This is an optimization exercise on Yosys and OpenROAD, whose aim is small area, a short achievable clock period and few clock cycles per item, not a production implementation.
RTL that was checked went through simulation tests only; none was proved equivalent to the original.
For runs 6 to 8, only the layout was checked, not whether the RTL still works.
Power is estimated from default activity; no workload was simulated.

### flow/run.sh
#!/bin/bash
# synth_recipe.tcl (not shown) runs the flow's synth.tcl, then flattens the netlist and writes it again
# the make line also repeats each setting of config.mk as NAME=value (left out here)
make -C /OpenROAD-flow-scripts/flow DESIGN_CONFIG=/design/flow/config.mk WORK_HOME=/design/flow/orfs CLKGATE_MAP_FILE= SYNTH_SCRIPT=/design/flow/synth_recipe.tcl finish
### flow/config.mk
export PLATFORM = sky130hd
export DESIGN_NAME = edge_top
export DESIGN_NICKNAME = edge_top
export VERILOG_FILES = /design/flow/design.v
export SDC_FILE = /design/flow/constraint.sdc
export NUM_CORES = 4
export LEC_CHECK = 0
export CAP_MARGIN = 20
export CORE_MARGIN = 2
export CORE_UTILIZATION = 60
export CTS_CLUSTER_DIAMETER = 80
export CTS_CLUSTER_SIZE = 24
export SETUP_SLACK_MARGIN = 2.4
export SLEW_MARGIN = 20
### flow/design.v
`default_nettype none
package pix_pkg;
  localparam int pix_w = 8;
  localparam int grad_w = 11;
  localparam int mag_max = 255;
  localparam int kern_mid = 2;
  typedef logic [pix_w-1:0] pix_t;
  typedef struct packed {
    pix_t r;
    pix_t g;
    pix_t b;
  } rgb_t;
  typedef logic [9*pix_w-1:0] win_t;
  typedef struct packed {
    rgb_t rgb;
    pix_t grey;
    logic edge_mode;
  } dec_t;
  typedef struct packed {
    win_t win;
    rgb_t rgb;
    logic edge_mode;
  } win_beat_t;
  typedef struct packed {
    pix_t edge_val;
    rgb_t rgb;
    logic edge_mode;
  } res_t;
endpackage
`default_nettype wire
`default_nettype none
package frame_pkg;
  localparam int frame_cols = 32;
  localparam int frame_rows = 16;
  localparam int col_w = (frame_cols > 1) ? $clog2(frame_cols) : 1;
  localparam int row_w = (frame_rows > 1) ? $clog2(frame_rows) : 1;
endpackage
`default_nettype wire
`default_nettype none
module edge_top (
  input  logic       clk,
  input  logic       rst_n,
  input  logic       edge_en,
  input  logic       in_valid,
  input  logic       in_sof,
  input  logic [7:0] in_r,
  input  logic [7:0] in_g,
  input  logic [7:0] in_b,
  output logic       in_ready,
  output logic       out_valid,
  output logic       out_sof,
  output logic [7:0] out_r,
  output logic [7:0] out_g,
  output logic [7:0] out_b,
  input  logic       out_ready
);
  localparam int cols = frame_pkg::frame_cols;
  localparam int rows = frame_pkg::frame_rows;
  localparam int npix = cols * rows;
  localparam int depth = 2 * cols + 1;
  localparam int lag = cols + 2;
  localparam int hd_last = npix + lag - 1;
  logic        ir_v;
  logic        ir_sof;
  logic        ir_edge;
  logic [23:0] ir_d;       
  logic        fmode;      
  logic [9:0]  hd;
  logic        f_zero, f_last, f_valid, f_sof, f_left, f_right;
  logic        f_top, f_bot, f_ptop;
  logic [8*depth-1:0] ch;  
  logic        cv;         
  logic        c_sof;
  logic        c_right;
  logic [9:0]  pt;         
  logic [9:0]  d1, d2, d3;         
  logic signed [8:0]  v1, vp;      
  logic signed [10:0] gsum;        
  logic        g_v;
  logic        g_sof;
  logic signed [10:0] gx;
  logic signed [10:0] gy;
  logic        s_v;
  logic        s_sof;
  logic [5:0]  s_lo;       
  logic [4:0]  s_hi;       
  logic        s_big;      
  logic        m_v;
  logic        m_sof;
  logic [7:0]  m_val;
  logic        skid_v;
  logic [24:0] skid_d;
  logic        in_ready_r;
  assign in_ready = in_ready_r;
  logic       in_mode;
  logic [8:0] rb_sum;
  assign in_mode = in_sof ? edge_en : fmode;
  assign rb_sum  = {1'b0, in_r} + {1'b0, in_b};
  logic adv;
  logic e_go;
  logic p_go;
  logic sh;
  logic p_v;
  logic out_en;
  logic busy;
  assign busy   = cv || g_v || s_v || m_v;
  assign adv    = !skid_v;
  assign e_go   = adv && ir_v && ir_edge && (!hd[9] || f_last);
  assign p_go   = adv && ir_v && !ir_edge && f_zero && !busy;
  assign sh     = adv && (hd[9] || (ir_v && ir_edge));
  assign p_v    = (adv && m_v) || p_go;
  assign out_en = !out_valid || out_ready;
  logic ir_v_n;
  logic ir_edge_n;
  logic skid_v_n;
  logic out_v_n;
  logic tail_n;
  logic last_n;
  logic zero_n;
  logic busy_n;
  always_comb begin
    ir_v_n    = in_ready_r ? in_valid : ir_v;
    ir_edge_n = in_ready_r ? in_mode : ir_edge;
    if (out_en) begin
      out_v_n  = skid_v || p_v;
      skid_v_n = 1'b0;
    end else begin
      out_v_n  = 1'b1;
      skid_v_n = skid_v || p_v;
    end
    if (sh) begin
      tail_n = !f_last && (hd[9] || hd[8:0] == 9'h1ff);
      last_n = !f_last && (hd == 10'(hd_last - 1));
      zero_n = f_last && !e_go;
    end else begin
      tail_n = hd[9];
      last_n = f_last;
      zero_n = f_zero;
    end
    busy_n = adv ? ((sh && f_valid) || cv || g_v || s_v) : busy;
  end
  always_ff @(posedge clk) begin
    if (!rst_n) begin
      ir_v       <= 1'b0;
      cv         <= 1'b0;
      g_v        <= 1'b0;
      s_v        <= 1'b0;
      m_v        <= 1'b0;
      out_valid  <= 1'b0;
      skid_v     <= 1'b0;
      in_ready_r <= 1'b1;
    end else begin
      ir_v       <= ir_v_n;
      if (adv) begin
        cv  <= sh && f_valid;
        g_v <= cv;
        s_v <= g_v;
        m_v <= s_v;
      end
      out_valid  <= out_v_n;
      skid_v     <= skid_v_n;
      in_ready_r <= !ir_v_n || (!skid_v_n && (ir_edge_n ? (!tail_n || last_n)
                                                        : (zero_n && !busy_n)));
    end
  end
  always_ff @(posedge clk) begin
    if (!rst_n) begin
      hd     <= '0;
      f_zero <= 1'b1;
      f_last <= 1'b0;
    end else if (sh) begin
      hd     <= f_last ? {9'd0, e_go} : hd + 10'd1;
      f_zero <= f_last && !e_go;
      f_last <= !f_last && (hd == 10'(hd_last - 1));
    end
  end
  always_ff @(posedge clk) begin
    if (!rst_n) begin
      f_valid <= 1'b0;
      f_sof   <= 1'b0;
      f_left  <= 1'b0;
      f_right <= 1'b0;
      f_top   <= 1'b0;
      f_bot   <= 1'b0;
      f_ptop  <= 1'b0;
    end else if (sh) begin
      f_valid <= !f_last && (hd >= 10'(lag - 1));
      f_sof   <= !f_last && (hd == 10'(lag - 1));
      f_left  <= !f_last && (hd[4:0] == 5'((lag - 1) % cols));
      f_right <= f_last ? e_go : (hd[4:0] == 5'((lag - 2) % cols));
      f_top   <= f_ptop;
      f_bot   <= !f_last && (hd >= 10'(npix + lag - 2 - cols)) && (hd < 10'(npix + lag - 2));
      f_ptop  <= !f_last && (hd >= 10'(lag - 3)) && (hd < 10'(lag - 3 + cols));
    end
  end
  always_ff @(posedge clk) begin
    if (in_ready_r) begin
      ir_sof  <= in_sof;
      ir_edge <= in_mode;
      ir_d    <= {in_mode ? rb_sum[8:1] : in_r, in_g, in_b};
      if (in_valid && in_sof) begin
        fmode <= edge_en;
      end
    end
  end
  logic [8:0] grey_sum;
  logic [7:0] bot;
  logic [7:0] top;
  logic [7:0] nmid;
  logic [7:0] ntop;
  logic [7:0] tz;
  logic [7:0] bz;
  logic [7:0] ntz;
  assign grey_sum = {1'b0, ir_d[23:16]} + {1'b0, ir_d[15:8]};
  assign bot  = ch[0 +: 8];
  assign top  = ch[8*(2*cols) +: 8];
  assign nmid = ch[8*(cols-1) +: 8];
  assign ntop = ch[8*(2*cols-1) +: 8];
  assign tz   = f_top ? 8'h00 : top;
  assign bz   = f_bot ? 8'h00 : bot;
  assign ntz  = f_ptop ? 8'h00 : ntop;
  always_ff @(posedge clk) begin
    if (sh) begin
      ch      <= {ch[8*(depth-1)-1:0], grey_sum[8:1]};
      pt      <= {2'b00, ntz} + {1'b0, nmid, 1'b0};
      d1      <= pt + {2'b00, bz};
      d2      <= d1;
      d3      <= f_left ? 10'd0 : d2;
      v1      <= $signed({1'b0, bz}) - $signed({1'b0, tz});
      vp      <= f_right ? 9'sd0 : v1;
      gsum    <= 11'(vp) + (11'(v1) <<< 1);
      c_sof   <= f_sof;
      c_right <= f_right;
    end
  end
  always_ff @(posedge clk) begin
    if (adv) begin
      g_sof <= c_sof;
      gx    <= $signed({1'b0, c_right ? 10'd0 : d1}) - $signed({1'b0, d3});
      gy    <= gsum + (c_right ? 11'sd0 : 11'(v1));
    end
  end
  logic [9:0] ax;
  logic [9:0] ay;
  assign ax = gx[9:0] ^ {10{gx[10]}};
  assign ay = gy[9:0] ^ {10{gy[10]}};
  always_ff @(posedge clk) begin
    if (adv) begin
      s_sof <= g_sof;
      s_lo  <= {2'b00, ax[3:0]} + {2'b00, ay[3:0]} + {5'd0, gx[10]} + {5'd0, gy[10]};
      s_hi  <= {1'b0, ax[7:4]} + {1'b0, ay[7:4]};
      s_big <= (ax[9:8] != 2'b00) || (ay[9:8] != 2'b00);
    end
  end
  logic [5:0] m_top;
  assign m_top = {1'b0, s_hi} + {4'd0, s_lo[5:4]};
  always_ff @(posedge clk) begin
    if (adv) begin
      m_sof <= s_sof;
      m_val <= (s_big || m_top[5:4] != 2'b00) ? 8'hff : {m_top[3:0], s_lo[3:0]};
    end
  end
  logic [24:0] p_data;
  assign p_data = m_v ? {m_sof, m_val, m_val, m_val} : {ir_sof, ir_d};
  always_ff @(posedge clk) begin
    if (out_en) begin
      {out_sof, out_r, out_g, out_b} <= skid_v ? skid_d : p_data;
    end
    if (!skid_v) begin
      skid_d <= p_data;
    end
  end
endmodule
`default_nettype wire
### flow/constraint.sdc
create_clock -name core_clock -period 4.5 [get_ports {clk}]
set_input_delay 0.9000 -clock core_clock [delete_from_list [all_inputs] [get_ports {clk}]]
set_output_delay 0.9000 -clock core_clock [all_outputs]
set_load 0.01 [all_outputs]
==> results.cfg, run 1 <==
[outcome]
outcome = no timing/DRC/antenna violations

[route]
drcViolationCount = 0
via_per_inst = 5.40
wirelength_um = 41400
first_pass_iters = 5
drtIter0Drc = 855
ant_nets = 0
vias = 12069
wl_per_cell_um = 18.6

[floorplan]
ios = 57
initial_core_util_pct = 60.7
die_x_um = 216
core_area_um2 = 44200
num_rows = 77
die_area_um2 = 46400
die_height_um = 216

[cts]
cts_buffers = 39
htreeDepth = 2
clock-sinks = 740
clock-root-buffer = clkbuf_16
clock_path_buffers = 3
worstSkewPairLatency_ns = 0.58
clk_pin_slew_ns = 0.09
cts_tree = yes
holdBufCountCts = 0

[setup_path]
cp.required_ns = 4.83
worstSetupStartpointType = flop
cp_data_arrival_time_ns = 2.57
critPathKind = reg2reg
crit_fanout = 6
end_kind = flop

[global_routing]
grt.total_usage_pct = 17.7
antenna_found_initial = 1
grt_pass1_wl_um = 63300
grt_max_degree = 96
grt_overflow_total = 0
grt_pass1_vias = 11613

[place]
io_buffer_count = 56
gp_congestion = 0.835
dp_hpwl_um = 24200
place_area_um2 = 28300

[flow_run]
maxCapViolCount = 0

[yosys]
synthAdderAreaFrac_pct = 4.74
syn_area_um2 = 26800
syn_inst = 1471
synthFlopType = edfxtp_1
synth-edff-count = 687
synth_compound_area_share_pct = 4.22
yosysWarnings = 1
synthArstFlopShare_pct = 0
ys_seq_elements = 740
synth_simple_gate_area_share_pct = 5.48
synth_top_family_by_area = simple AND/OR/NAND/NOR gates
synth_xor_area_share_pct = 2.54
syn_nets = 1596
synth_cell_types = 61
synth-seq-area-share_pct = 80.8
synthMuxAreaShare_pct = 1.24
avgSynthCellArea_um2 = 18.2

[sta]
final.setup.tns_ns = 0
drv_slew = 0
hold_viol = 0
layout_min_cycle_time_ns = 2.25
finalSetupViolations = 0
rsz0062_at_grt = true
finClkSkew_ns = 0.0155
fin_crit_sh_pct = 49.9
fmax_ghz = 0.445
worst_pin_slew_ns = 0.833
relSlewSlack_pct = 44.4

[power_and_ir_drop]
irDropWorstVdd_uv = 354
pwr_density_cell_nw_per_um2 = 421
p_leak_nw = 10.0

[finish]
insertedDiodeCount = 0
fill_cells = 2896
layout-drive-gt1-share_pct = 16.5
finalNetCount = 1747
final_cell_area_um2 = 30400
area_growth_pct = 13.3

[worst_hold_path]
hold_path_class = reg2reg
## worst max-delay path: stages, from the launching register on
cell and delay, ns:
edfxtp_1 0.42, buf_6 0.16, buf_6 0.11, buf_6 0.12, nor2b_1 0.11, ha_1 0.21
nand3_1 0.11, nor2_2 0.17, and4b_1 0.23, a211o_1 0.24, xnor2_1 0.12
## state kept, by name (all words and copies together), names as in the netlist, 5 cells and up
signal  cells
ch        520
skid_d     25
ir_d       24
gsum       11
gx         11
gy         11
d1         10
d2         10
d3         10
hd         10
pt         10
v1          9
vp          9
m_val       8
out_b       8
out_g       8
out_r       8
s_lo        6
s_hi        5
## Yosys cell counts (3+ instances only)
cell type,count,area (µm²)
buf_2,5,25.0
o21bai_1,4,30.0
nand3_1,16,80.1
a31oi_1,5,31.3
mux2_2,3,33.8
nor4_1,3,18.8
a22oi_1,4,30.0
nor3_1,16,80.1
inv_1,42,158
a21oi_1,40,200
nand3b_1,5,37.5
xor2_1,40,350
a211oi_1,6,45.0
o211ai_1,4,30.0
or3_1,7,43.8
o21a_1,13,97.6
a221oi_1,3,26.3
and2_1,5,31.3
o31ai_1,5,37.5
fa_1,11,220
and3_1,7,43.8
nor2_1,46,173
ha_1,84,1050
dfxtp_1,53,1060
o21ai_0,45,225
nand4_1,8,50.1
nand2_1,70,263
nor2b_1,77,482
edfxtp_1,687,20600
a21o_1,16,120
mux2i_1,30,300
clkbuf_1,15,56.3
nand2b_1,17,106
o31a_1,3,26.3
a21boi_0,6,45.0
xnor2_1,38,333
## layer usage
metal  part of all wire (%)  wire, µm  track usage [%]  vias up
met5                      0         0                0        -
met4                    2.4       991             5.13        0
met3                    3.0      1230             2.82       62
met2                     46     18900             26.6      154
met1                     49     20400             27.2     6024
li1                       -         -                -     5829
## power breakdown
group | total (mW) | internal (mW) | switching [mW]
sequential | 8.01 | 7.87 | 0.142
combinational | 1.08 | 0.490 | 0.588
clock | 3.73 | 1.69 | 2.04
total | 12.8 | 10.1 | 2.77
## metrics by stage
step / cells / hold WS (ns) / total power, mW / util [%] / worst slack (ns)
after floorplan: 1471 / 0.400 / 8.80 / - / 1.55
after global placement: 2109 / 0.401 / 9.11 / 64.0 / 1.53
after global routing: 2233 / 0.423 / 13.3 / 68.8 / 2.16
final: 2233 / 0.418 / 12.8 / 68.8 / 2.25
after detailed placement: 2109 / 0.405 / 9.13 / 64.0 / 1.46
after CTS: 2201 / 0.422 / 12.9 / 67.5 / 2.30
## final cells by class
cell class                      count  area [µm²]  share of cell area [%]
Clock inverter                     11        96.3                   0.317
Multi-Input combinational cell    665        5440                    17.9
Inverter                           43         190                   0.625
Sequential cell                   740       21700                    71.4
Timing Repair inverter              2        20.0                  0.0658
Tap cell                          592         741                    2.44
Clock buffer                       49        1050                    3.47
Timing Repair Buffer              131        1160                    3.81
## path summary, 6_finish.rpt
| check | cells past startpoint | slack, ns | from | end |
|---|---|---|---|---|
| hold / removal | 0 | 0.42 | ch[343] | ch[351] |
| setup / recovery | 10 | 2.25 | c_right | gy[10] |
| hold reg to reg | 0 | 0.42 | ch[343] | ch[351] |
| setup reg to reg | 10 | 2.25 | c_right | gy[10] |
## cell usage in the layout (no fill, tap or decap), types with 22 or more instances in the layout
cell type and n:
edfxtp_1 687, o21ai_0 37, buf_2 23, inv_1 38, mux2i_1 30, clkdlybuf4s50_1 22, xor2_1 38, nor2b_1 58
nor2_1 44, clkbuf_16 40, a21oi_1 25, dfxtp_1 45, buf_4 56, nand2_1 67, xnor2_1 35, ha_1 64
## logic make-up (layout without fill, tap and decap cells)
kind of cell	Yosys count	after routing
muxes	33	33
adders and majority gates	95	95
AOI/OAI and AO/OA	174	174
DFF	740	740
buffers and inverters	66	236
and+or+nand+nor	285	285
xor gates and xnor gates	78	78
## timing repair
item,in CTS,in global routing
gates cloned,3,1
setup buffers,29,31
resized for setup,169,75
setup endpoints to repair,672,320
pin swaps,20,63
Testbench counts, summed over its fixed seeds: cycles 34,199, pixels 32,768.
==> run 2: changes to the inputs <==
--- a/flow/config.mk
+++ b/flow/config.mk
@@ -8,7 +8,7 @@
 export CAP_MARGIN = 20
 export CORE_MARGIN = 2
 export CORE_UTILIZATION = 60
-export CTS_CLUSTER_DIAMETER = 80
-export CTS_CLUSTER_SIZE = 24
+export CTS_BUF_LIST = sky130_fd_sc_hd__clkbuf_8
+export CTS_CLUSTER_SIZE = 14
 export SETUP_SLACK_MARGIN = 2.4
 export SLEW_MARGIN = 20
==> results.cfg, run 2 <==
[outcome]
outcome = no timing/DRC/antenna violations

[global_routing]
grt_overflow_total = 0
grt_max_degree = 96
grt_pass1_wl_um = 65900
grt_pass1_vias = 12411
grt.total_usage_pct = 18.5
antenna_found_initial = 3

[setup_path]
critPathKind = reg2out
crit_path_end = out_r[1]
cp.required_ns = 3.60
cp-startpoint = out_r[1]
crit_fanout = 1
crit_chain = buf_6
regToRegSetupSlack_ns = 2.34
crit_family = flip-flops
end_kind = output pin
crit_buf_inv = 1
worstReg2RegStart = c_right
max_stage_delay_ns = 0.41
critical_path_depth = 1
r2r-end = gy[10]
cp_slowest_cell = edfxtp_1
worstSetupStartpointType = flop
cp_data_arrival_time_ns = 1.26
r2r_cells = 9

[floorplan]
num_rows = 77
die_x_um = 216
ios = 57
core_area_um2 = 44200
die_height_um = 216
die_area_um2 = 46400
initial_core_util_pct = 60.7

[power_and_ir_drop]
p_leak_nw = 10.7
irDropWorstVdd_uv = 382
pwr_density_cell_nw_per_um2 = 450

[route]
first_pass_iters = 5
wirelength_um = 42500
drtIter0Drc = 871
via_per_inst = 5.26
vias = 12524
drcViolationCount = 0
ant_nets = 0
wl_per_cell_um = 17.9

[sta]
worst_pin_slew_ns = 0.680
drv_slew = 0
fmax_ghz = 0.463
rsz0062_at_grt = true
fin_crit_sh_pct = 48.0
layout_min_cycle_time_ns = 2.16
relSlewSlack_pct = 54.5
final.setup.tns_ns = 0
finalSetupViolations = 0
finClkSkew_ns = 0.0378
hold_viol = 0

[cts]
worstSkewPairLatency_ns = 0.71
clock-root-buffer = clkbuf_8
holdBufCountCts = 0
clk_pin_slew_ns = 0.06
clock_path_buffers = 3
htreeDepth = 3
cts_tree = yes
cts_buffers = 109
clock-sinks = 740

[finish]
area_growth_pct = 17.3
layout_common_cells = 687 x edfxtp_1, 115 x clkbuf_8, 74 x inv_1
fill_cells = 2795
seq_area_um2 = 21700
layout_commonest_cell = edfxtp_1
largest_register_ffs = 520
top_register = ch
layout-drive-gt1-share_pct = 20.5
postLayoutCoreUtil_pct = 71.2
reg_top3 = ch x520, skid_d x25, ir_d x24
finalNetCount = 1817
multiInputGateArea_um2 = 5550

[yosys]
syn_nets = 1596
yosysWarnings = 1
synth_top_cell_area_share_pct = 76.8
syn_inst = 1471
synth_area_leaders = edfxtp_1 77%, dfxtp_1 4.0%, ha_1 3.9%, nor2b_1 1.8%, xor2_1 1.3%
avgSynthCellArea_um2 = 18.2
yosysMostFrequentCell = edfxtp_1
synthArstFlopShare_pct = 0
synth-seq-area-share_pct = 80.8
ys_seq_elements = 740
synth_top_area_cell = edfxtp_1
synthFlopType = edfxtp_1
synth_cell_types = 61
syn_area_um2 = 26800
synth-edff-count = 687
yosys-top-cells-count = 687 x edfxtp_1, 84 x ha_1, 77 x nor2b_1

[worst_hold_path]
hold_path_class = reg2reg
min_path_cells = 0

[place]
dp_hpwl_um = 24200
gp_congestion = 0.835
io_buffer_count = 56

[flow_run]
maxCapViolCount = 0
[run 2: cell types whose count changed in the layout (fill, tap and decap cells not counted), moves of 5 or more]
cell	previous run	this run
clkbuf_1	7	0
inv_6	7	2
inv_1	38	74
clkinv_2	1	12
clkbuf_8	2	115
clkbuf_16	40	0
clkinv_1	1	32
buf_6	13	18
dlygate4sd2_1	5	0
clkdlybuf4s50_1	22	27
[run 2: power breakdown]
| group | leakage, nW | switching [mW] | internal, mW |
|---|---|---|---|
| Clock | 1.21 | 2.45 | 2.62 |
| Sequential | 6.44 | 0.145 | 7.88 |
| Combinational | 3.05 | 0.588 | 0.494 |
| Total | 10.7 | 3.18 | 11.0 |
[run 2: worst min-delay path by stage]
stage                 start       to  slack (ns)
finish              ch[424]  ch[432]        0.40
global route         ch[39]   ch[47]        0.40
CTS                  ch[20]   ch[28]        0.39
detailed placement  ch[134]  ch[142]        0.40
global placement    ch[277]  ch[285]        0.40
floorplan            ch[92]  ch[100]        0.40
[run 2: cells by family (layout without fill, tap and decap cells)]
group | Yosys count | count (layout) | share of synthesized area (%)
simple gates | 285 | 285 | 5.48
flops | 740 | 740 | 80.8
xor+xnor | 78 | 78 | 2.54
mux | 33 | 33 | 1.24
compound gates | 174 | 174 | 4.22
buf+inv | 66 | 381 | 0.974
other cells | 0 | 1 | 0
fa+ha+maj | 95 | 95 | 4.74
[run 2: routing by layer]
metal / vias up / part of all wire (%) / GRT usage [%]
met5: - / 0 / 0
met4: 0 / 2.3 / 6.97
met3: 87 / 3.5 / 4.10
met2: 197 / 46 / 27.5
met1: 6198 / 49 / 27.2
li1: 6042 / - / -
[run 2: stage by stage]
stage	setup WS [ns]	area (µm²)	hold slack, ns	power, mW	cells
3_3_place_gp	1.53	28300	0.401	9.11	2109
5_1_grt	2.24	31500	0.401	14.8	2379
6_report	2.34	31500	0.399	14.2	2379
4_1_cts	2.25	30800	0.389	14.3	2350
2_1_floorplan	1.55	27000	0.400	8.80	1471
3_5_place_dp	1.46	28300	0.405	9.13	2109
[run 2: area by class of cell]
| type | count | area share [%] |
|---|---|---|
| diodes | 1 | 0.00794 |
| clock buffers | 115 | 5.02 |
| clock inverters | 90 | 1.63 |
| inverters | 43 | 0.612 |
| multi-input cells | 665 | 17.6 |
| flip-flops and latches | 740 | 68.9 |
| well taps | 592 | 2.35 |
| repair buffers | 132 | 3.80 |
| repair inverters | 1 | 0.0357 |
[run 2: timing repair]
action,4_1_cts,5_1_grt
setup buffers,33,28
hold endpoints to repair,0,0
pin swaps,26,62
gates cloned,3,0
endpoints found under the setup margin,667,494
resized for setup,174,91
==> run 3: changes to the inputs <==
--- a/flow/config.mk
+++ b/flow/config.mk
@@ -7,7 +7,7 @@
 export LEC_CHECK = 0
 export CAP_MARGIN = 20
 export CORE_MARGIN = 2
-export CORE_UTILIZATION = 60
+export CORE_UTILIZATION = 70
 export CTS_BUF_LIST = sky130_fd_sc_hd__clkbuf_8
 export CTS_CLUSTER_SIZE = 14
 export SETUP_SLACK_MARGIN = 2.4
==> results.cfg, run 3 <==
[outcome]
outcome = no timing/DRC/antenna violations

[power_and_ir_drop]
pwr-share-clk_pct = 34.9
pwr-share-comb_pct = 7.8
p_int_mw = 10.8
swShare_pct = 22.9
sequentialPowerShare_pct = 57.4
switching_power_mw = 3.21
irDropWorstVdd_uv = 381
p_leak_nw = 10.4
pwr_density_cell_nw_per_um2 = 454

[setup_path]
max_stage_delay_ns = 0.43
cp.required_ns = 4.90
crit_chain = buf_12 > buf_6 > nor2b_2 > ha_1 > a21o_1 > a21oi_2 > nand2_1 > o221a_2 > xor2_1
worstReg2RegStart = c_right
crit_fanout = 8
cp_data_arrival_time_ns = 2.58
crit_buf_inv = 2
cp_slowest_cell = edfxtp_1
crit_family = compound AO/OA/AOI/OAI gates
end_kind = flop
worstSetupStartpointType = flop
critPathKind = reg2reg
cp-startpoint = c_right

[yosys]
yosysMostFrequentCell = edfxtp_1
ys_seq_elements = 740
syn_area_um2 = 26800
synth-seq-area-share_pct = 80.8
synth_top_area_cell = edfxtp_1
yosys-top-cells-count = 687 x edfxtp_1, 84 x ha_1, 77 x nor2b_1
yosysWarnings = 1
synth-edff-count = 687
avgSynthCellArea_um2 = 18.2
synthFlopType = edfxtp_1
synth_top_cell_area_share_pct = 76.8
syn_inst = 1471
synth_area_leaders = edfxtp_1 77%, dfxtp_1 4.0%, ha_1 3.9%, nor2b_1 1.8%, xor2_1 1.3%
synth_cell_types = 61
synthArstFlopShare_pct = 0
syn_nets = 1596

[route]
first_pass_iters = 6
vias = 12600
drtIter0Drc = 929
ant_nets = 0
drcViolationCount = 0
via_per_inst = 5.57
wirelength_um = 44300
wl_per_cell_um = 19.6

[sta]
relSlewSlack_pct = 55.2
setup_ws_ns = 2.32
finalSetupViolations = 0
layout_min_cycle_time_ns = 2.18
drv_slew = 0
worst_pin_slew_ns = 0.672
fmax_ghz = 0.459
final.setup.tns_ns = 0
fin_crit_sh_pct = 48.5
hold_viol = 0
finClkSkew_ns = 0.0354
rsz0062_at_grt = true

[cts]
cts_tree = yes
worstSkewPairLatency_ns = 0.68
clock-root-buffer = clkbuf_8
htreeDepth = 3
cts_buffers = 107
clk_pin_slew_ns = 0.06
clock-sinks = 740
clock_path_buffers = 3

[global_routing]
antenna_found_initial = 1
grt_pass1_vias = 12380
grt.total_usage_pct = 22.5
grt_pass1_wl_um = 66100
grt_max_degree = 101
grt_overflow_total = 0

[finish]
area_growth_pct = 15.0
top_register = ch
layout_common_cells = 687 x edfxtp_1, 112 x clkbuf_8, 69 x inv_1
finalNetCount = 1790
reg_top3 = ch x520, skid_d x25, ir_d x24
largest_register_ffs = 520
layout-drive-gt1-share_pct = 18.6
layout_commonest_cell = edfxtp_1

[place]
pre_cts_ws_ns = 1.58
gp_congestion = 0.782
io_buffer_count = 56
dp_hpwl_um = 25200

[worst_hold_path]
min_from = ch[446]
hold_path_class = reg2reg

[floorplan]
die_area_um2 = 39900
num_rows = 71
ios = 57
die_x_um = 200
initial_core_util_pct = 71.1
die_height_um = 200
core_area_um2 = 37800

[flow_run]
maxCapViolCount = 0
[run 3: cell counts after synthesis]
No cell type changed its count.
[run 3: final timing paths]
| check | slack [ns] | end | cells after the start |
|---|---|---|---|
| worst max-delay path | 2.32 | gx[9] | 9 |
| worst min register to register | 0.40 | ch[454] | 0 |
| worst max register to register | 2.32 | gx[9] | 9 |
| worst min-delay path | 0.40 | ch[454] | 0 |
[run 3: kinds of logic (layout without fill, tap and decap cells)]
family | count (synthesis) | after routing | share of synthesized area [%]
flops | 740 | 740 | 80.8
simple gates | 285 | 285 | 5.48
compound gates | 174 | 174 | 4.22
fa+ha+maj | 95 | 95 | 4.74
xor+xnor | 78 | 78 | 2.54
buf+inv | 66 | 344 | 0.974
mux | 33 | 33 | 1.24
other cells | 0 | 1 | 0
[run 3: final cells by class]
cell class | instances | area [µm²]
clock inverter | 81 | 417
inverter | 43 | 178
timing repair buffer | 106 | 926
antenna | 1 | 2.50
clock buffer | 112 | 1540
fill | 1773 | 6880
timing repair inverter | 2 | 20.0
tap | 511 | 639
multi-input combinational | 665 | 5440
sequential | 740 | 21700
[run 3: per-layer routing]
metal | up-vias | global-route usage, % | part of all wire, %
met1 | 6221 | 32.0 | 45
li1 | 5972 | - | -
met4 | 2 | 9.19 | 2.6
met2 | 323 | 35.1 | 48
met5 | - | 0 | 0.029
met3 | 82 | 4.23 | 4.9
[run 3: per-stage QoR]
stage	cell area, µm²	utilization [%]	hold slack [ns]	power [mW]	cells
after detailed placement	28200	74.7	0.405	9.15	2027
final	30900	81.8	0.403	14.0	2261
after floorplan	27000	-	0.400	8.80	1471
after CTS	30500	80.7	0.400	14.0	2247
after global routing	30900	81.8	0.408	14.5	2260
after global placement	28200	74.7	0.401	9.11	2027
[run 3: power by group through the flow]
stage / logic, mW / clock network (mW) / registers (mW)
floorplan: 0.675 / 0 / 8.13
global placement: 0.935 / 0 / 8.18
detailed placement: 0.969 / 0 / 8.19
CTS: 1.02 / 4.95 / 8.04
global route: 1.20 / 5.25 / 8.06
finish: 1.09 / 4.88 / 8.04
[run 3: timing repair]
action	in CTS	in global routing
pin swaps	24	41
hold buffers	0	0
resized for setup	169	69
buffers inserted	25	13
endpoints found under the setup margin	485	68
gates cloned	2	0
endpoints found under the hold margin	0	0
==> run 4: changes to the inputs <==
--- a/flow/config.mk
+++ b/flow/config.mk
@@ -7,8 +7,8 @@
 export LEC_CHECK = 0
 export CAP_MARGIN = 20
 export CORE_MARGIN = 2
-export CORE_UTILIZATION = 70
+export CORE_UTILIZATION = 60
 export CTS_BUF_LIST = sky130_fd_sc_hd__clkbuf_8
-export CTS_CLUSTER_SIZE = 14
+export CTS_CLUSTER_SIZE = 20
 export SETUP_SLACK_MARGIN = 2.4
 export SLEW_MARGIN = 20
==> results.cfg, run 4 <==
[outcome]
outcome = no timing/DRC/antenna violations

[finish]
largest_register_ffs = 520
layout_commonest_cell = edfxtp_1
reg_top3 = ch x520, skid_d x25, ir_d x24
finalNetCount = 1811
top_register = ch
insertedDiodeCount = 0
layout_common_cells = 687 x edfxtp_1, 115 x clkbuf_8, 74 x inv_1
layout-drive-gt1-share_pct = 20.1
fill_cells = 2800
area_growth_pct = 17.0

[sta]
finalSetupViolations = 0
layout_min_cycle_time_ns = 2.19
drv_slew = 0
fmax_ghz = 0.458
hold_viol = 0
fin_crit_sh_pct = 48.6
worst_pin_slew_ns = 0.819
finClkSkew_ns = 0.0360
setup_ws_ns = 2.31
relSlewSlack_pct = 45.4
final.setup.tns_ns = 0
rsz0062_at_grt = true

[setup_path]
crit_path_end = gx[10]
crit_buf_inv = 1
cp.required_ns = 4.93
crit_chain = buf_6 > nand2b_4 > ha_4 > fa_2 > nor2b_4 > o21ai_2 > nand2b_1 > a31oi_2 > o21a_1
critical_path_depth = 9
worstReg2RegStart = c_right
end_kind = flop
cp_slowest_cell = edfxtp_1
crit_family = adder cells
worstSetupStartpointType = flop
r2r_cells = 9
max_stage_delay_ns = 0.42
critPathKind = reg2reg
r2r-end = gx[10]
crit_fanout = 3
cp_data_arrival_time_ns = 2.62
cp-startpoint = c_right
regToRegSetupSlack_ns = 2.31

[place]
pre_cts_ws_ns = 1.46
io_buffer_count = 56
dp_hpwl_um = 24200
gp_congestion = 0.835

[global_routing]
grt_overflow_total = 0
grt_pass1_vias = 12402
grtUsageMet2_pct = 27.7
grt_pass1_wl_um = 66400
grt.total_usage_pct = 18.7
grt_busiest_layer = met1
grt_max_degree = 94
antenna_found_initial = 1
grt_use_met3_pct = 4.13
met1_usage_pct = 27.7

[route]
vias = 12526
drcViolationCount = 0
drtIter0Drc = 869
first_pass_iters = 5
wl_per_cell_um = 18.0
via_per_inst = 5.28
wirelength_um = 42700
ant_nets = 0

[floorplan]
initial_core_util_pct = 60.7
core_area_um2 = 44200
ios = 57
die_area_um2 = 46400
die_x_um = 216
num_rows = 77
die_height_um = 216

[yosys]
syn_inst = 1471
synth-edff-count = 687
yosysWarnings = 1
yosys-top-cells-count = 687 x edfxtp_1, 84 x ha_1, 77 x nor2b_1
yosysMostFrequentCell = edfxtp_1
avgSynthCellArea_um2 = 18.2
synth_top_area_cell = edfxtp_1
synthArstFlopShare_pct = 0
syn_nets = 1596
synth_cell_types = 61
syn_area_um2 = 26800
synth-seq-area-share_pct = 80.8
synthFlopType = edfxtp_1
ys_seq_elements = 740
synth_top_cell_area_share_pct = 76.8
synth_area_leaders = edfxtp_1 77%, dfxtp_1 4.0%, ha_1 3.9%, nor2b_1 1.8%, xor2_1 1.3%

[power_and_ir_drop]
irDropWorstVdd_uv = 353
sequentialPowerShare_pct = 56.7
p_leak_nw = 10.7
swShare_pct = 22.4
pwr_density_cell_nw_per_um2 = 451
p_int_mw = 11.0
pwr-share-clk_pct = 35.7
pwr-share-comb_pct = 7.6
switching_power_mw = 3.17

[worst_hold_path]
min_from = ch[424]
hold_path_class = reg2reg

[cts]
cts_tree = yes
clk_pin_slew_ns = 0.06
worstSkewPairLatency_ns = 0.71
cts_buffers = 109
clock-sinks = 740
holdBufCountCts = 0
clock-root-buffer = clkbuf_8
clock_path_buffers = 3
htreeDepth = 3

[flow_run]
maxCapViolCount = 0
==> run 4: kinds of logic after synthesis <==
logic type               after synthesis  share of synthesized area, %
AO/OA/AOI/OAI                        174                          4.22
multiplexers                          33                          1.24
adder cells (fa/ha/maj)               95                          4.74
AND/OR/NAND/NOR                      285                          5.48
XOR/XNOR                              78                          2.54
buffers and inverters                 66                         0.974
flip-flops                           740                          80.8
==> run 4: worst reg2reg max path, cell delays in order, from the launching register on <==
cell,delay [ns]
edfxtp_1,0.42
buf_6,0.15
nand2b_4,0.14
ha_4,0.17
fa_2,0.37
nor2b_4,0.14
o21ai_2,0.06
nand2b_1,0.17
a31oi_2,0.14
o21a_1,0.19
==> run 4: stage by stage <==
stage / instances / util, % / area [µm²] / total power, mW / hold slack, ns
floorplan: 1471 / - / 27000 / 8.80 / 0.400
global placement: 2109 / 64.0 / 28300 / 9.11 / 0.401
detailed placement: 2109 / 64.0 / 28300 / 9.13 / 0.405
CTS: 2346 / 69.7 / 30800 / 14.3 / 0.387
global route: 2372 / 71.0 / 31400 / 14.8 / 0.404
finish: 2372 / 71.0 / 31400 / 14.2 / 0.400
==> run 4: repair_timing <==
item / CTS / global route
resized for setup: 174 / 80
endpoints found under the hold margin: 0 / 0
endpoints found under the setup margin: 668 / 81
setup buffers: 28 / 26
pin swaps: 23 / 51
cloned: 4 / 0
==> run 4: how the worst min path moves through the flow <==
stage | end | cells past startpoint | slack, ns
3_3_place_gp | ch[285] | 0 | 0.40
4_1_cts | ch[28] | 0 | 0.39
3_5_place_dp | ch[142] | 0 | 0.40
6_report | ch[432] | 0 | 0.40
5_1_grt | ch[47] | 0 | 0.40
2_1_floorplan | ch[100] | 0 | 0.40
==> run 4: per-layer routing <==
layer  vias to the layer above  share of wire [%]  wire length (µm)
met1                      6193                 49             20700
met4                         0                2.2               954
li1                       6034                  -                 -
met5                         -                  0                 0
met3                        85                3.8              1610
met2                       214                 45             19400
==> run 4: power by group through the flow <==
stage | Combinational [mW] | Sequential, mW | Clock [mW]
floorplan | 0.675 | 8.13 | 0
global placement | 0.930 | 8.18 | 0
detailed placement | 0.950 | 8.18 | 0
CTS | 1.00 | 8.03 | 5.23
global route | 1.19 | 8.05 | 5.51
finish | 1.07 | 8.03 | 5.06
==> run 4: area by class of cell <==
type	instances	area [µm²]	share of cell area [%]
flip-flops and latches	740	21700	69.2
multi-input cells	665	5520	17.6
clock buffers	115	1580	5.04
repair buffers	125	1130	3.59
well taps	592	741	2.36
clock inverters	90	513	1.63
inverters	43	185	0.590
repair inverters	2	17.5	0.0558
==> run 5: changes to the inputs <==
--- a/flow/config.mk
+++ b/flow/config.mk
@@ -8,7 +8,5 @@
 export CAP_MARGIN = 20
 export CORE_MARGIN = 2
 export CORE_UTILIZATION = 60
-export CTS_BUF_LIST = sky130_fd_sc_hd__clkbuf_8
-export CTS_CLUSTER_SIZE = 20
 export SETUP_SLACK_MARGIN = 2.4
 export SLEW_MARGIN = 20
==> results.cfg, run 5 <==
[yosys]
synthFlopType = edfxtp_1
yosys-top-cells-count = 687 x edfxtp_1, 84 x ha_1, 77 x nor2b_1
synth-edff-count = 687
synth-seq-area-share_pct = 80.8
synthArstFlopShare_pct = 0
synth_top_cell_area_share_pct = 76.8
syn_inst = 1471
syn_area_um2 = 26800
synth_cell_types = 61
ys_seq_elements = 740
yosysWarnings = 1
avgSynthCellArea_um2 = 18.2
syn_nets = 1596
synth_area_leaders = edfxtp_1 77%, dfxtp_1 4.0%, ha_1 3.9%, nor2b_1 1.8%, xor2_1 1.3%
synth_top_area_cell = edfxtp_1
yosysMostFrequentCell = edfxtp_1

[outcome]
outcome = no timing/DRC/antenna violations

[global_routing]
grt_pass1_vias = 12080
grt_overflow_total = 0
grt.total_usage_pct = 18.7
antenna_found_initial = 2
grt_max_degree = 96
grt_pass1_wl_um = 66200

[floorplan]
num_rows = 77
die_x_um = 216
initial_core_util_pct = 60.7
die_height_um = 216
core_area_um2 = 44200
die_area_um2 = 46400
ios = 57

[power_and_ir_drop]
p_int_mw = 11.9
pwr-share-comb_pct = 7.3
pwr_density_cell_nw_per_um2 = 474
switching_power_mw = 3.19
p_leak_nw = 10.7
pwr-share-clk_pct = 39.4
irDropWorstVdd_uv = 389
power_mw = 15.1
swShare_pct = 21.2
sequentialPowerShare_pct = 53.3

[worst_hold_path]
hold_path_class = reg2reg

[sta]
relSlewSlack_pct = 55.7
layout_min_cycle_time_ns = 2.16
fmax_ghz = 0.464
finClkSkew_ns = 0.0157
hold_viol = 0
rsz0062_at_grt = true
worst_pin_slew_ns = 0.662
fin_crit_sh_pct = 47.9
final.setup.tns_ns = 0
drv_slew = 0
finalSetupViolations = 0
setup_ws_ns = 2.34

[finish]
top_register = ch
layout_commonest_cell = edfxtp_1
area_growth_pct = 18.3
layout-drive-gt1-share_pct = 19.5
postLayoutCoreUtil_pct = 71.8
reg_top3 = ch x520, skid_d x25, ir_d x24
layout_common_cells = 687 x edfxtp_1, 73 x clkbuf_16, 68 x nand2_1
insertedDiodeCount = 0
largest_register_ffs = 520
finalNetCount = 1776

[flow_run]
maxCapViolCount = 0

[cts]
clock-sinks = 740
cts_buffers = 71
cts_tree = yes
clock-root-buffer = clkbuf_16
worstSkewPairLatency_ns = 0.61
clk_pin_slew_ns = 0.07
holdBufCountCts = 0
clock_path_buffers = 3
htreeDepth = 3

[setup_path]
end_kind = flop
cp_slowest_cell = edfxtp_1
crit_fanout = 6
cp_data_arrival_time_ns = 2.50
max_stage_delay_ns = 0.42
critPathKind = reg2reg
crit_chain = buf_6 > nand2b_4 > inv_4 > ha_4 > nor2b_4 > o2111ai_2 > nand3_2 > o41a_1 > xor2_1
cp.required_ns = 4.84
worstSetupStartpointType = flop

[route]
wirelength_um = 43100
wl_per_cell_um = 18.7
via_per_inst = 5.38
drcViolationCount = 0
vias = 12373
ant_nets = 0
first_pass_iters = 5
drtIter0Drc = 854

[place]
pre_cts_ws_ns = 1.46
dp_hpwl_um = 24200
gp_congestion = 0.835
io_buffer_count = 56
run 5: cell counts after synthesis:
Identical to the previous run, type by type.
run 5: worst max-delay path, delay by kind of cell (launching register included):
kind | cells | cell delay, ns
XOR/XNOR | 1 | 0.15
buffers and inverters | 2 | 0.23
adder cells (fa/ha/maj) | 1 | 0.18
flip-flops | 1 | 0.42
AO/OA/AOI/OAI | 2 | 0.53
AND/OR/NAND/NOR | 3 | 0.39
run 5: what timing repair did:
| action | in CTS | in global routing |
|---|---|---|
| pin swaps | 26 | 64 |
| setup endpoints to repair | 671 | 283 |
| buffers inserted | 32 | 25 |
| resized for setup | 186 | 95 |
| cloned | 3 | 1 |
run 5: logic make-up after synthesis:
family	share of synthesized area (%)
flops	80.8
simple gates	5.48
compound gates	4.22
fa+ha+maj	4.74
xor+xnor	2.54
buf+inv	0.974
mux	1.24
run 5: layer usage:
layer  global-route usage (%)  up-vias  share of wire, %
met3                     3.72       78               3.6
met4                     6.28        0               2.3
met5                        0        -                 0
met1                     28.2     6151                48
met2                     27.8      211                46
li1                         -     5933                 -
run 5: stage by stage:
step | hold slack [ns] | cells | cell area [µm²]
final | 0.403 | 2300 | 31800
after global routing | 0.410 | 2300 | 31800
after CTS | 0.404 | 2274 | 31100
after detailed placement | 0.405 | 2109 | 28300
after global placement | 0.401 | 2109 | 28300
after floorplan | 0.400 | 1471 | 27000
run 5: path summary, 6_finish.rpt:
check                           startpoint       to  cells after the start  slack [ns]
worst max-delay path               c_right    gx[7]                      9        2.34
worst min-delay path               ch[381]  ch[389]                      0        0.40
worst max register to register     c_right    gx[7]                      9        2.34
worst min register to register     ch[381]  ch[389]                      0        0.40
run 5: final cells by class:
class / count / area [µm²]
clock buffer: 90 / 1950
clock inverter: 40 / 410
fill: 2746 / 12500
inverter: 43 / 183
multi-input combinational: 666 / 5590
sequential: 740 / 21700
tap: 592 / 741
timing repair buffer: 128 / 1160
timing repair inverter: 1 / 11.3
run 5: power by group through the flow:
| stage | clock network (mW) | logic [mW] | registers [mW] |
|---|---|---|---|
| after floorplan | 0 | 0.675 | 8.13 |
| after global placement | 0 | 0.930 | 8.18 |
| after detailed placement | 0 | 0.950 | 8.18 |
| after CTS | 6.10 | 1.02 | 8.03 |
| after global routing | 6.34 | 1.23 | 8.05 |
| final | 5.93 | 1.10 | 8.02 |
==> run 6: changes to the inputs <==
--- a/flow/design.v
+++ b/flow/design.v
@@ -68,7 +68,10 @@
   logic [9:0]  hd;
   logic        f_zero, f_last, f_valid, f_sof, f_left, f_right;
   logic        f_top, f_bot, f_ptop;
-  logic [8*depth-1:0] ch;  
+  localparam int ring = depth - 1;
+  logic [7:0]        ch0;
+  logic [8*ring-1:0] rg;
+  logic [4:0]        rot;
   logic        cv;         
   logic        c_sof;
   logic        c_right;
@@ -100,14 +103,16 @@
   logic e_go;
   logic p_go;
   logic sh;
+  logic al;
   logic p_v;
   logic out_en;
   logic busy;
   assign busy   = cv || g_v || s_v || m_v;
   assign adv    = !skid_v;
-  assign e_go   = adv && ir_v && ir_edge && (!hd[9] || f_last);
+  assign al     = (rot == 5'd0) || f_zero;
+  assign e_go   = adv && al && ir_v && ir_edge && (!hd[9] || f_last);
   assign p_go   = adv && ir_v && !ir_edge && f_zero && !busy;
-  assign sh     = adv && (hd[9] || (ir_v && ir_edge));
+  assign sh     = adv && al && (hd[9] || (ir_v && ir_edge));
   assign p_v    = (adv && m_v) || p_go;
   assign out_en = !out_valid || out_ready;
   logic ir_v_n;
@@ -118,6 +123,7 @@
   logic last_n;
   logic zero_n;
   logic busy_n;
+  logic al_n;
   always_comb begin
     ir_v_n    = in_ready_r ? in_valid : ir_v;
     ir_edge_n = in_ready_r ? in_mode : ir_edge;
@@ -138,6 +144,7 @@
       zero_n = f_zero;
     end
     busy_n = adv ? ((sh && f_valid) || cv || g_v || s_v) : busy;
+    al_n   = sh || (rot == 5'(cols - 1)) || zero_n;
   end
   always_ff @(posedge clk) begin
     if (!rst_n) begin
@@ -159,7 +166,7 @@
       end
       out_valid  <= out_v_n;
       skid_v     <= skid_v_n;
-      in_ready_r <= !ir_v_n || (!skid_v_n && (ir_edge_n ? (!tail_n || last_n)
+      in_ready_r <= !ir_v_n || (!skid_v_n && (ir_edge_n ? (al_n && (!tail_n || last_n))
                                                         : (zero_n && !busy_n)));
     end
   end
@@ -212,16 +219,19 @@
   logic [7:0] bz;
   logic [7:0] ntz;
   assign grey_sum = {1'b0, ir_d[23:16]} + {1'b0, ir_d[15:8]};
-  assign bot  = ch[0 +: 8];
-  assign top  = ch[8*(2*cols) +: 8];
-  assign nmid = ch[8*(cols-1) +: 8];
-  assign ntop = ch[8*(2*cols-1) +: 8];
+  assign bot  = ch0;
+  assign top  = rg[8*(2*cols-1) +: 8];
+  assign nmid = rg[8*(cols-2) +: 8];
+  assign ntop = rg[8*(2*cols-2) +: 8];
   assign tz   = f_top ? 8'h00 : top;
   assign bz   = f_bot ? 8'h00 : bot;
   assign ntz  = f_ptop ? 8'h00 : ntop;
   always_ff @(posedge clk) begin
+    rot <= sh ? 5'd0 : rot + 5'd1;
+    rg  <= {rg[8*(2*cols-1)-1:8*cols], sh ? rg[8*(cols-1) +: 8] : rg[8*(2*cols-1) +: 8],
+            rg[8*(cols-1)-1:0],        sh ? ch0 : rg[8*(cols-1) +: 8]};
     if (sh) begin
-      ch      <= {ch[8*(depth-1)-1:0], grey_sum[8:1]};
+      ch0     <= grey_sum[8:1];
       pt      <= {2'b00, ntz} + {1'b0, nmid, 1'b0};
       d1      <= pt + {2'b00, bz};
       d2      <= d1;
==> results.cfg, run 6 <==
[floorplan]
die_area_um2 = 38700
die_x_um = 197
die_height_um = 197
core_area_um2 = 36600
ios = 57
initial_core_util_pct = 60.8
num_rows = 70

[yosys]
synthArstFlopShare_pct = 0
synthFlopType = dfxtp_1
ys_seq_elements = 745
synth-seq-area-share_pct = 74.8
syn_nets = 1704
avgSynthCellArea_um2 = 14.1
synth_area_leaders = dfxtp_1 51%, edfxtp_1 24%, ha_1 4.9%, nor2b_1 2.2%, nand2_1 2.0%
synth_cell_types = 60
yosys-top-cells-count = 570 x dfxtp_1, 175 x edfxtp_1, 116 x nand2_1
synth_top_cell_area_share_pct = 51.2
syn_inst = 1576
synth_top_area_cell = dfxtp_1
syn_area_um2 = 22300
synth-edff-count = 175
yosysMostFrequentCell = dfxtp_1
yosysWarnings = 1

[cts]
holdBufCountCts = 0
worstSkewPairLatency_ns = 0.59
htreeDepth = 3
clock_path_buffers = 3
clk_pin_slew_ns = 0.07
clock-sinks = 745
cts_buffers = 70
clock-root-buffer = clkbuf_16
cts_tree = yes

[global_routing]
grt_pass1_vias = 11428
grt.total_usage_pct = 19.5
grt_max_degree = 59
grt_overflow_total = 0
grt_pass1_wl_um = 58700
antenna_found_initial = 0

[finish]
top_register = rg
final_cell_area_um2 = 26700
reg_top3 = rg x512, skid_d x25, ir_d x24
layout_commonest_cell = dfxtp_1
finalNetCount = 1865
largest_register_ffs = 512
area_growth_pct = 19.9
layout_common_cells = 565 x dfxtp_1, 175 x edfxtp_1, 115 x nand2_1
layout-drive-gt1-share_pct = 17.4

[power_and_ir_drop]
irDropWorstVdd_uv = 467
sequentialPowerShare_pct = 51.5
switching_power_mw = 3.24
swShare_pct = 22.3
p_int_mw = 11.3
p_leak_nw = 10.6
pwr-share-comb_pct = 8.4
pwr-share-clk_pct = 40.1
power_mw = 14.5
pwr_density_cell_nw_per_um2 = 545

[place]
pre_cts_ws_ns = 1.64
io_buffer_count = 56
dp_hpwl_um = 22100
place_area_um2 = 23500
gp_congestion = 0.799

[sta]
fmax_ghz = 0.421
drv_slew = 0
hold_viol = 0
rsz0062_at_grt = true
final.setup.tns_ns = 0
setup_ws_ns = 2.13
layout_min_cycle_time_ns = 2.37
finClkSkew_ns = 0.0175
worst_pin_slew_ns = 0.634
relSlewSlack_pct = 57.6
finalSetupViolations = 0
fin_crit_sh_pct = 52.7

[setup_path]
regToRegSetupSlack_ns = 2.13
r2r_cells = 9
cp_data_arrival_time_ns = 2.71
worstReg2RegStart = c_right
cp.required_ns = 4.83
worstSetupStartpointType = flop
r2r-end = gy[10]
crit_fanout = 7
end_kind = flop
critPathKind = reg2reg

[route]
met3WireLength_um = 1300
top_layer = met4
wl_per_cell_um = 16.5
routed-wl-met2_um = 18000
first_pass_iters = 5
vias = 11335
wirelength_um = 37300
wl_met1_um = 17300
drtIter0Drc = 488
via_per_inst = 5.01
ant_nets = 0
drcViolationCount = 0

[worst_hold_path]
min_path_cells = 0
min_from = rg[407]
hold_end = rg[415]
hold_path_class = reg2reg

[outcome]
outcome = no timing/DRC/antenna violations

[flow_run]
maxCapViolCount = 0
## run 6: cell type report
class,count,area [µm²]
antenna,2,5.00
clock buffer,101,2060
clock inverter,25,285
fill,2362,9920
inverter,68,278
multi-input combinational,738,5850
sequential,745,16700
tap,468,586
timing repair buffer,112,931
timing repair inverter,2,16.3
## run 6: cells by family after synthesis
logic type,synth area share (%)
flops,74.8
simple gates,8.22
compound gates,5.02
fa+ha+maj,5.88
buf+inv,1.64
xor+xnor,2.95
mux,1.45
## run 6: through the flow
stage	hold WS, ns	cells	util, %
after floorplan	0.310	1576	-
after detailed placement	0.312	2083	64.1
after global routing	0.324	2259	72.9
after CTS	0.318	2233	71.4
after global placement	0.310	2083	64.1
final	0.322	2261	72.9
## run 6: per-layer routing
layer | global-route usage (%) | vias up
met1 | 26.1 | 5446
met5 | 0 | -
met4 | 6.79 | 0
met2 | 31.8 | 158
met3 | 4.00 | 53
li1 | - | 5678
## run 6: how the worst max path moves through the flow
stage                 start       end  slack [ns]  cells past startpoint
finish              c_right    gy[10]        2.13                      9
global route        c_right    gy[10]        2.04                      9
CTS                   v1[0]    gy[10]        2.16                      9
detailed placement  in_r[0]  ir_d[21]        1.64                      8
global placement    in_r[0]  ir_d[21]        1.65                      8
floorplan           c_right    gy[10]        2.14                     10
## run 6: critical path, stage by stage (launching register included)
cell and delay (ns):
edfxtp_1 0.43, buf_6 0.15, buf_6 0.12, nor2b_1 0.11, ha_1 0.26, or2_4 0.24
a21oi_2 0.14, a31oi_2 0.07, or4_1 0.42, and3_4 0.18
## run 6: repair_timing
| action | in CTS | in global routing |
|---|---|---|
| hold endpoints to repair | 0 | 0 |
| pin swaps | 16 | 56 |
| endpoints found under the setup margin | 173 | 129 |
| setup buffers | 24 | 23 |
| gates cloned | 0 | 3 |
| gates resized for setup | 148 | 98 |
## run 6: power by group through the flow
| stage | Sequential, mW | Combinational [mW] | Clock (mW) |
|---|---|---|---|
| detailed placement | 7.64 | 1.03 | 0 |
| CTS | 7.49 | 1.12 | 5.97 |
| floorplan | 7.57 | 0.754 | 0 |
| finish | 7.49 | 1.23 | 5.83 |
| global route | 7.52 | 1.37 | 6.23 |
| global placement | 7.63 | 1.01 | 0 |
==> run 7: changes to the inputs <==
--- a/flow/config.mk
+++ b/flow/config.mk
@@ -8,5 +8,7 @@
 export CAP_MARGIN = 20
 export CORE_MARGIN = 2
 export CORE_UTILIZATION = 60
+export CTS_BUF_LIST = sky130_fd_sc_hd__clkbuf_8
+export CTS_CLUSTER_SIZE = 14
 export SETUP_SLACK_MARGIN = 2.4
 export SLEW_MARGIN = 20
==> results.cfg, run 7 <==
[power_and_ir_drop]
p_int_mw = 10.9
pwr_density_cell_nw_per_um2 = 531
pwr-share-comb_pct = 8.5
switching_power_mw = 3.27
irDropWorstVdd_uv = 483
p_leak_nw = 10.8
pwr-share-clk_pct = 38.7
swShare_pct = 23.0
sequentialPowerShare_pct = 52.8

[yosys]
synthArstFlopShare_pct = 0
synth-seq-area-share_pct = 74.8
avgSynthCellArea_um2 = 14.1
ys_seq_elements = 745
synth_area_leaders = dfxtp_1 51%, edfxtp_1 24%, ha_1 4.9%, nor2b_1 2.2%, nand2_1 2.0%
synth_top_area_cell = dfxtp_1
syn_inst = 1576
synth_top_cell_area_share_pct = 51.2
syn_nets = 1704
syn_area_um2 = 22300
synth_cell_types = 60
yosysWarnings = 1
synth-edff-count = 175
synthFlopType = dfxtp_1
yosys-top-cells-count = 570 x dfxtp_1, 175 x edfxtp_1, 116 x nand2_1
yosysMostFrequentCell = dfxtp_1

[route]
first_pass_iters = 4
wl_per_cell_um = 15.4
ant_nets = 0
drtIter0Drc = 479
drcViolationCount = 0
wirelength_um = 36000
vias = 11520
via_per_inst = 4.93

[sta]
setup_ws_ns = 2.19
finClkSkew_ns = 0.0348
rsz0062_at_grt = true
layout_min_cycle_time_ns = 2.31
worst_pin_slew_ns = 0.683
drv_slew = 0
fmax_ghz = 0.433
fin_crit_sh_pct = 51.4
relSlewSlack_pct = 54.4
final.setup.tns_ns = 0
finalSetupViolations = 0
hold_viol = 0

[finish]
largest_register_ffs = 512
multiInputGateArea_um2 = 5860
finalNonFillerCells = 2338
top_register = rg
layout_common_cells = 563 x dfxtp_1, 175 x edfxtp_1, 128 x clkbuf_8
area_growth_pct = 19.9
layout_commonest_cell = dfxtp_1
reg_top3 = rg x512, skid_d x25, ir_d x24
seq_area_um2 = 16700
fill_cells = 2417
postLayoutCoreUtil_pct = 72.9
layout-drive-gt1-share_pct = 19.9
finalNetCount = 1906

[cts]
clock_path_buffers = 3
htreeDepth = 3
clock-root-buffer = clkbuf_8
worstSkewPairLatency_ns = 0.69
holdBufCountCts = 0
clock-sinks = 745
cts_buffers = 106
clk_pin_slew_ns = 0.07
cts_tree = yes

[setup_path]
end_kind = flop
r2r-end = gy[10]
max_stage_delay_ns = 0.46
worstSetupStartpointType = flop
crit_chain = buf_6 > nor2b_1 > ha_1 > or2_4 > a21oi_2 > a31oi_2 > or4_1 > and3_1
cp-startpoint = c_right
critPathKind = reg2reg
worstReg2RegStart = c_right
regToRegSetupSlack_ns = 2.19
cp_slowest_cell = edfxtp_1
r2r_cells = 8
cp.required_ns = 4.92
crit_path_end = gy[10]
cp_data_arrival_time_ns = 2.74
crit_fanout = 6

[place]
io_buffer_count = 56
dpl.cell_count = 2083
dp_hpwl_um = 22100
pre_cts_ws_ns = 1.64
gp_congestion = 0.799

[floorplan]
initial_core_util_pct = 60.8
die_height_um = 197
core_area_um2 = 36600
num_rows = 70
die_x_um = 197
ios = 57
die_area_um2 = 38700

[global_routing]
grt_max_degree = 59
grt_pass1_vias = 11660
grt_overflow_total = 0
grt.total_usage_pct = 19.0
grt_pass1_wl_um = 57700
antenna_found_initial = 0

[outcome]
outcome = no timing/DRC/antenna violations

[flow_run]
maxCapViolCount = 0

[worst_hold_path]
min_path_cells = 0
hold_path_class = reg2reg
-- run 7: power groups by stage --
stage                     Sequential (mW)  Clock (mW)  Combinational (mW)
after floorplan                      7.57           0               0.754
after global placement               7.63           0                1.01
after detailed placement             7.64           0                1.03
after CTS                            7.49        5.64                1.13
after global routing                 7.52        5.94                1.36
final                                7.48        5.48                1.21
-- run 7: final cells by class --
type                            instances  share of cell area, %
Clock buffer                          127                   6.55
Timing Repair Buffer                  118                   3.67
Inverter                               68                   1.03
Sequential cell                       745                   62.5
Multi-Input combinational cell        738                   22.0
Timing Repair inverter                  1                 0.0328
Antenna cell                            2                 0.0187
Tap cell                              468                   2.19
Clock inverter                         71                   2.07
-- run 7: per-stage QoR --
stage | hold slack (ns) | power, mW | area, µm²
detailed placement | 0.312 | 8.67 | 23500
global placement | 0.310 | 8.64 | 23500
global route | 0.307 | 14.8 | 26700
floorplan | 0.310 | 8.32 | 22400
CTS | 0.304 | 14.3 | 26100
finish | 0.312 | 14.2 | 26700
-- run 7: metal layers --
layer	wire length [µm]	track usage, %
met5	0	0
met4	792	8.10
met3	1340	4.41
met2	16800	29.4
met1	17100	25.9
-- run 7: worst min-delay path by stage --
stage	from	end	slack [ns]
after floorplan	rg[92]	rg[100]	0.31
final	rg[361]	rg[369]	0.31
after global routing	rg[47]	rg[55]	0.31
after CTS	rg[47]	rg[55]	0.30
after global placement	rg[326]	rg[334]	0.31
after detailed placement	rg[120]	rg[128]	0.31
-- run 7: cell families (layout without fill, tap and decap cells) --
family	after synthesis	count (layout)	share of synthesized area (%)
other	0	2	0
DFF	745	745	74.8
xor gates and xnor gates	75	75	2.95
adders and majority gates	98	98	5.88
and+or+nand+nor	358	358	8.22
muxes	32	32	1.45
buffers and inverters	93	385	1.64
AOI/OAI and AO/OA	175	175	5.02
-- run 7: critical path, delay by kind of cell, from the launching register on --
| kind | cells | cell delay (ns) |
|---|---|---|
| and+or+nand+nor | 4 | 0.95 |
| DFF | 1 | 0.46 |
| adders and majority gates | 1 | 0.26 |
| AOI/OAI and AO/OA | 2 | 0.21 |
| buffers and inverters | 1 | 0.17 |
-- run 7: what timing repair did --
action	CTS	global route
resized for setup	169	83
setup endpoints to repair	171	114
hold endpoints to repair	0	0
pin swaps	24	48
setup buffers	32	20
cloned	0	2
==> run 8: changes to the inputs <==
--- a/flow/config.mk
+++ b/flow/config.mk
@@ -10,5 +10,5 @@
 export CORE_UTILIZATION = 60
 export CTS_BUF_LIST = sky130_fd_sc_hd__clkbuf_8
 export CTS_CLUSTER_SIZE = 14
-export SETUP_SLACK_MARGIN = 2.4
+export SETUP_SLACK_MARGIN = 2.6
 export SLEW_MARGIN = 20
==> results.cfg, run 8 <==
[outcome]
outcome = no timing/DRC/antenna violations

[flow_run]
maxCapViolCount = 0

[floorplan]
die_x_um = 197
die_height_um = 197
num_rows = 70
initial_core_util_pct = 60.8
ios = 57
core_area_um2 = 36600
die_area_um2 = 38700

[sta]
hold_viol = 0
finClkSkew_ns = 0.0202
relSlewSlack_pct = 53.8
final.setup.tns_ns = 0
fmax_ghz = 0.438
setup_ws_ns = 2.22
rsz0062_at_grt = true
worst_pin_slew_ns = 0.691
layout_min_cycle_time_ns = 2.28
drv_slew = 0
fin_crit_sh_pct = 50.7
finalSetupViolations = 0

[yosys]
synth_top_area_cell = dfxtp_1
synth-edff-count = 175
yosys-top-cells-count = 570 x dfxtp_1, 175 x edfxtp_1, 116 x nand2_1
ys_seq_elements = 745
syn_inst = 1576
yosysMostFrequentCell = dfxtp_1
synthArstFlopShare_pct = 0
synth_top_cell_area_share_pct = 51.2
synth_cell_types = 60
syn_area_um2 = 22300
yosysWarnings = 1
avgSynthCellArea_um2 = 14.1
syn_nets = 1704
synth_area_leaders = dfxtp_1 51%, edfxtp_1 24%, ha_1 4.9%, nor2b_1 2.2%, nand2_1 2.0%
synthFlopType = dfxtp_1
synth-seq-area-share_pct = 74.8

[route]
wirelength_um = 37800
wl_met1_um = 17600
via_per_inst = 4.98
met3WireLength_um = 1680
top_layer = met4
ant_nets = 0
drcViolationCount = 0
first_pass_iters = 6
wl_per_cell_um = 16.1
drtIter0Drc = 376
vias = 11736
routed-wl-met2_um = 17700

[setup_path]
r2r-end = gy[10]
regToRegSetupSlack_ns = 2.22
crit_family = simple AND/OR/NAND/NOR gates
cp_slowest_cell = edfxtp_1
worstSetupStartpointType = flop
crit_buf_inv = 0
crit_fanout = 6
critical_path_depth = 7
worstReg2RegStart = c_right
crit_path_end = gy[10]
end_kind = flop
cp_data_arrival_time_ns = 2.70
max_stage_delay_ns = 0.45
cp-startpoint = c_right
critPathKind = reg2reg
crit_chain = nor2b_1 > ha_2 > and2_1 > o21ai_1 > a31oi_2 > or4_1 > and3_1
cp.required_ns = 4.92
r2r_cells = 7

[cts]
holdBufCountCts = 0
cts_tree = yes
clock_path_buffers = 3
clock-root-buffer = clkbuf_8
worstSkewPairLatency_ns = 0.68
cts_buffers = 107
clk_pin_slew_ns = 0.06
clock-sinks = 745
htreeDepth = 3

[finish]
largest_register_ffs = 512
layout_common_cells = 560 x dfxtp_1, 175 x edfxtp_1, 132 x clkbuf_8
layout_commonest_cell = dfxtp_1
seq_area_um2 = 16700
top_register = rg
reg_top3 = rg x512, skid_d x25, ir_d x24
fill_cells = 2317
insertedDiodeCount = 0
final_cell_area_um2 = 27200
multiInputGateArea_um2 = 6110
finalNonFillerCells = 2356
area_growth_pct = 22.3
layout-drive-gt1-share_pct = 23.7
finalNetCount = 1930

[global_routing]
grt_overflow_total = 0
grt_max_degree = 41
antenna_found_initial = 1
grt.total_usage_pct = 19.8
grt_pass1_wl_um = 59900
grt_pass1_vias = 11765

[place]
pre_cts_ws_ns = 1.56
gp_congestion = 0.788
place_area_um2 = 23600
dp_hpwl_um = 22300
dpl.cell_count = 2082
io_buffer_count = 56

[power_and_ir_drop]
pwr-share-clk_pct = 37.9
swShare_pct = 23.0
sequentialPowerShare_pct = 52.5
pwr-share-comb_pct = 9.6
p_int_mw = 11.0
switching_power_mw = 3.28
power_mw = 14.3
p_leak_nw = 11.1
pwr_density_cell_nw_per_um2 = 524
irDropWorstVdd_uv = 448

[worst_hold_path]
hold_path_class = reg2reg
min_path_cells = 0
run 8: changes by cell type in the layout (fill, tap and decap cells not counted), moves of 5 or more:
cell,change
clkdlybuf4s50_1,-8
buf_6,+7
ha_4,+6
inv_2,+7
nand2_2,+8
ha_1,-5
buf_4,+14
inv_1,-8
nand2_1,-8
run 8: repair_timing:
action / CTS / global route
pin swaps: 50 / 58
gates cloned: 3 / 4
endpoints found under the setup margin: 207 / 159
buffers inserted: 51 / 21
gates resized for setup: 214 / 104
run 8: final cells by class:
type | count | share of cell area (%)
clock buffers | 132 | 6.67
clock inverters | 63 | 1.68
multi-input cells | 738 | 22.4
repair inverters | 3 | 0.101
flip-flops and latches | 745 | 61.3
repair buffers | 139 | 4.69
inverters | 68 | 1.04
well taps | 468 | 2.15
run 8: worst min-delay path by stage:
stage	from	end	slack [ns]
global route	rg[150]	rg[158]	0.31
global placement	rg[424]	rg[432]	0.31
finish	rg[42]	rg[50]	0.31
detailed placement	rg[311]	rg[319]	0.31
floorplan	rg[92]	rg[100]	0.31
CTS	rg[42]	rg[50]	0.31
run 8: per-stage QoR:
step	hold slack, ns	util [%]
floorplan	0.310	-
global route	0.313	74.4
global placement	0.309	64.5
CTS	0.308	72.6
finish	0.314	74.4
detailed placement	0.312	64.5
run 8: power groups by stage:
stage	clock network (mW)	registers (mW)	logic, mW
final	5.41	7.49	1.37
after global routing	5.85	7.52	1.50
after CTS	5.56	7.49	1.22
after detailed placement	0	7.64	1.08
after global placement	0	7.63	1.06
after floorplan	0	7.57	0.797
run 8: kinds of logic (layout without fill, tap and decap cells):
group / after synthesis / in the layout / synth area share, %
adder cells (fa/ha/maj): 98 / 98 / 5.88
multiplexers: 32 / 32 / 1.45
AO/OA/AOI/OAI: 175 / 175 / 5.02
buffers and inverters: 93 / 405 / 1.64
AND/OR/NAND/NOR: 358 / 358 / 8.22
XOR/XNOR: 75 / 75 / 2.95
flip-flops: 745 / 745 / 74.8
run 8: layer usage:
layer / track usage, % / up-vias
li1: - / 5846
met1: 26.6 / 5612
met2: 31.3 / 213
met3: 4.47 / 65
met4: 8.63 / 0
met5: 0 / -

static timing again, ports no longer ideal:
No port has a modelled driver above. Below, the same layouts with a new extraction and two added sets of constraints. Step 1 sets driving cells, clkbuf_16 on the clock port and buf_2 on the other inputs (assumed; they add their load-dependent delay and slew). Step 2 moves the port delays by t, midway between the first and last clock arrival at a register: inputs arrive t later, outputs are due t later. That takes back most of the time a late clock gives input paths. a / b / c = ideal ports / drivers / drivers and shift; a / b = the first two.
run	shift t [ns]	slack for setup (ns)	worst setup path after step 2
run 1	0.628	2.255 / 2.255 / 1.792	input to register
run 2	0.745	2.340 / 2.287 / 1.681	input to register
run 3	0.711	2.320 / 2.320 / 1.743	input to register
run 4	0.740	2.315 / 2.290 / 1.686	input to register
run 5	0.654	2.343 / 2.343 / 1.792	input to register
run 6	0.634	2.127 / 2.127 / 1.818	input to register
run 7	0.723	2.188 / 2.188 / 1.744	input to register
run 8	0.720	2.218 / 2.218 / 1.957	input to register
After both steps setup and hold are still met in every run listed. For run 2, which loses most, drivers alone change the setup slack by -0.053 ns; drivers and shift together by -0.659 ns.
